This is an optimization exercise on Yosys and OpenROAD, whose aim is small area, not a production implementation.
The RTL was checked by simulation tests, not by an equivalence proof against the original design.
No activity file was given, so power comes from the tool's default toggle rates.

Setup of run 1:
Design cgra_pe_out_stream, start of the top module:
module cgra_pe_out_stream #(
    parameter int DATA_WIDTH   = 16,
    parameter int NUM_THREADS  = 8,
    parameter int THREAD_W     = 3,
    parameter int IGN_WIDTH    = 16,
    parameter int QTD_WIDTH    = 64,
    parameter int FIFO_AW      = 4,
    parameter int STALL_MARGIN = 4
) (
    input  logic                   i_clk,
    input  logic                   i_rst,
    input  logic                   i_en,
    input  logic                   i_in_valid,
    input  logic [THREAD_W-1:0]    i_in_thread,
    input  logic [DATA_WIDTH-1:0]  i_in_data,
    input  logic                   i_cfg_we,
    input  logic                   i_cfg_sel,
    input  logic [THREAD_W-1:0]    i_cfg_thread,
    input  logic [QTD_WIDTH-1:0]   i_cfg_data,
    output logic                   o_out_valid,
    input  logic                   i_out_ready,
    output logic [DATA_WIDTH-1:0]  o_out_data,
    output logic [THREAD_W-1:0]    o_out_thread,
    output logic                   o_out_last,
    output logic                   o_stall,
    output logic [NUM_THREADS-1:0] o_done,
    output logic                   o_all_done,
    output logic                   o_overflow
);
    localparam int DEPTH = 1 << FIFO_AW;
    localparam int EW    = THREAD_W + DATA_WIDTH + 1;
    logic [IGN_WIDTH-1:0]   r_ign_lim [NUM_THREADS];
    logic [IGN_WIDTH-1:0]   r_ign_rem [NUM_THREADS];
    logic [QTD_WIDTH-1:0]   r_qtd_rem [NUM_THREADS];
    logic [NUM_THREADS-1:0] r_armed;
    logic [NUM_THREADS-1:0] r_done;
    logic [NUM_THREADS-1:0] r_fresh;
    logic [EW-1:0]          r_mem [DEPTH];
    logic [FIFO_AW-1:0]     r_wr_ptr;
    logic [FIFO_AW-1:0]     r_rd_ptr;
    logic [FIFO_AW:0]       r_count;
  ...
For scale: about 4,300 cells after synthesis, ~130 I/O pins, about 0.047 mm^2 of cells after synthesis.
Settings: LEC_CHECK=0, CAP_MARGIN=20, CORE_MARGIN=2, CORE_UTILIZATION=65, SLEW_MARGIN=20; clock period 6.0 ns.
standard.sh (not shown) runs the stock make flow with config.mk's settings and CLKGATE_MAP_FILE= SYNTH_SCRIPT=/design/flow/synth_recipe.tcl, a recipe that flattens the netlist after the stock synthesis.
==> flow/flow/run.sh <==
#!/bin/bash
# The standard layout (the standard.sh) with three changes:
#  - combinational logic mapped by an area-oriented ABC script (flow/abc_area.script), run
#    in place of ORFS's through a copy of ORFS's scripts folder; registers are unchanged;
#  - port buffers use the smallest buffer cell, sky130_fd_sc_hd__buf_1;
#  - the clock tree is built from clkbuf_4 cells in small clusters, without dummy loads.
# standard.sh's full output goes to standard.log; ORFS's own logs stay under orfs/logs.
set -euo pipefail
here=$(pwd)
mkdir -p scripts
for f in "$FLOW_HOME"/scripts/*; do ln -sf "$f" scripts/; done
rm -f scripts/abc_area.script
cp flow/abc_area.script scripts/abc_area.script
bash standard.sh SCRIPTS_DIR="$here/scripts" ABC_AREA=1 \
    "BUFFER_PORTS_ARGS=-buffer_cell sky130_fd_sc_hd__buf_1" \
    "CTS_ARGS=-sink_clustering_enable -repair_clock_nets -buf_list sky130_fd_sc_hd__clkbuf_4 -sink_clustering_size 8 -sink_clustering_max_diameter 80 -dont_use_dummy_load" \
    finish > standard.log 2>&1
==> flow/flow/abc_area.script <==
&get -n
&st
&dch
&nf -R 1000
&st
&syn2
&dch
&nf -R 1000
&put
buffer -c
topo
stime -c
upsize -c
dnsize -c
Run 1 ran to completion and came out clean on the timing, DRC and antenna checks.
#### Input delta (run 2 over run 1)
Settings: a change of SLEW_MARGIN from 20 to 5; a change of CAP_MARGIN from 20 to 5.
==> flow/flow/run.sh <==
#!/bin/bash
# The standard layout (the standard.sh, standard synthesis) with two changes:
#  - port buffers use the smallest buffer cell, sky130_fd_sc_hd__buf_1;
#  - the clock tree is built from clkbuf_4 cells in small clusters, without dummy loads.
# standard.sh's full output goes to standard.log; ORFS's own logs stay under orfs/logs.
set -euo pipefail
bash standard.sh \
    "BUFFER_PORTS_ARGS=-buffer_cell sky130_fd_sc_hd__buf_1" \
    "CTS_ARGS=-sink_clustering_enable -repair_clock_nets -buf_list sky130_fd_sc_hd__clkbuf_4 -sink_clustering_size 8 -sink_clustering_max_diameter 80 -dont_use_dummy_load" \
    finish > standard.log 2>&1
removed: flow/flow/abc_area.script
==> summary.txt <==
Relative to run 1, pre-CTS worst setup slack increased by 200 ps in run 2.
Run 1 → run 2: combined buffer and inverter count along the critical path saw a decrease, number of different library cells in the post-synthesis netlist up about 11%, global-route track usage on met1 has decreased.
## Diff of input files: run 3 against run 2
Settings: swapping 5 for 20 in CAP_MARGIN; swapping 5 for 20 in SLEW_MARGIN.
-- flow/flow/run.sh --
<<< run 2, line 7
bash standard.sh \
    "BUFFER_PORTS_ARGS=-buffer_cell sky130_fd_sc_hd__buf_1" \
    "CTS_ARGS=-sink_clustering_enable -repair_clock_nets -buf_list sky130_fd_sc_hd__clkbuf_4 -sink_clustering_size 8 -sink_clustering_max_diameter 80 -dont_use_dummy_load" \
    finish > standard.log 2>&1
>>> run 3, line 7
bash standard.sh \
    "BUFFER_PORTS_ARGS=-buffer_cell sky130_fd_sc_hd__buf_1" \
    "CTS_ARGS=-sink_clustering_enable -repair_clock_nets -buf_list sky130_fd_sc_hd__clkbuf_4 -sink_clustering_size 10 -sink_clustering_max_diameter 50 -dont_use_dummy_load" \
    finish > standard.log 2>&1
- Run 3: post-layout worst setup margin is 16 ps higher than what run 2 reported.
- In run 3 relative to run 2, total chip power had gone down slightly.
- Count of clock-buffer cells in the layout in run 3 vs run 2: down 13%
- Run 2 → run 3: switching power share of the total shows no meaningful change; number of global-route vias before repair dropped 330.
## Diff of input files: run 4 against run 3
-- flow/flow/run.sh --
<<< run 3, line 7
bash standard.sh \
    "BUFFER_PORTS_ARGS=-buffer_cell sky130_fd_sc_hd__buf_1" \
    "CTS_ARGS=-sink_clustering_enable -repair_clock_nets -buf_list sky130_fd_sc_hd__clkbuf_4 -sink_clustering_size 10 -sink_clustering_max_diameter 50 -dont_use_dummy_load" \
    finish > standard.log 2>&1
>>> run 4, line 7
bash standard.sh \
    "BUFFER_PORTS_ARGS=-buffer_cell sky130_fd_sc_hd__buf_1" \
    "CTS_ARGS=-sink_clustering_enable -repair_clock_nets -buf_list sky130_fd_sc_hd__clkbuf_4 -sink_clustering_size 8 -sink_clustering_max_diameter 80 -dont_use_dummy_load" \
    finish > standard.log 2>&1
Results
Going from run 3 to run 4, reported leakage power grew slightly.
In run 4, the data required time of the critical path came out 40 ps below the value in run 3.
Run 4: total power after layout about 1.3% above run 3
Relative to run 4, the following input files were edited for run 5:
Settings: CTS_CLUSTER_DIAMETER now 80, previously not set; CTS_CLUSTER_SIZE now 8, previously not set; CTS_BUF_LIST now sky130_fd_sc_hd__clkbuf_4, previously not set.
==> flow/run.sh (new file) <==
#!/bin/bash
# synth_recipe.tcl (not shown) runs the flow's synth.tcl, then flattens the netlist and writes it again
# the make line also repeats each setting of config.mk as NAME=value (left out here)
make -C /OpenROAD-flow-scripts/flow DESIGN_CONFIG=/design/flow/config.mk WORK_HOME=/design/flow/orfs CLKGATE_MAP_FILE= SYNTH_SCRIPT=/design/flow/synth_recipe.tcl finish
removed: flow/flow/run.sh
removed: flow/standard.sh
==> comparison <==
Run 5 has fraction of final layout cells with drive strength greater than 1 above what run 4 had. Summary of the comparison: area overhead of the layout relative to synthesis is higher in run 5, relative to run 4. Summary: with run 4 as the reference, power in run 5 moved up by a few percent. Of the two values seen for capturing element of the worst setup path, r_qtd_rem[0][44] was produced by run 4 and r_count[4] by run 5. r_fresh[5] as the worst setup path startpoint was reported by run 5, and r_fresh[6] by run 4. The post-place setup slack of run 5 was superior to that of run 4. Diff run 5..run 4 | sequential power | negligible. Via count, run 4 and run 5, lower one = run 4. Summary of the comparison: non-clock buffer count is higher in run 5, relative to run 4. Of run 4 and run 5, the higher standby leakage power belongs to run 5. [compare] base=run 4 new=run 5: worst setup slack fell 280 ps, global placement routability congestion has decreased.

static timing again, ports no longer ideal:
The flow's constraints put no driver on any port. The routed layouts listed below were extracted and timed again, unchanged, in two steps. Step 1, drivers: a clkbuf_16 drives i_clk and a buf_2 each remaining input, both assumed. Step 2, shift: input delay + t, output delay - t, t = (earliest + latest rising clock arrival at the registers) / 2. This alone moves slack from input paths to output paths. Slacks: no drivers / after step 1 / after step 2; pairs: no drivers / after step 1.
run	t (ns)	slack for setup (ns)	worst register clock-pin slew, ns
run 1	1.075	0.906 / 0.947 / -0.128	0.12 / 0.12
run 2	1.076	0.913 / 0.913 / -0.059	0.11 / 0.11
run 3	1.074	0.929 / 0.929 / -0.017	0.12 / 0.12
run 4	1.059	0.984 / 0.984 / 0.051	0.11 / 0.11
run 5	1.111	0.702 / 0.702 / 0.155	0.12 / 0.12
Met with ideal ports but missed after step 2: setup timing in run 1, run 2 and run 3. For run 1, which loses most, drivers alone change the setup slack by +0.041 ns; drivers and shift together by -1.034 ns.
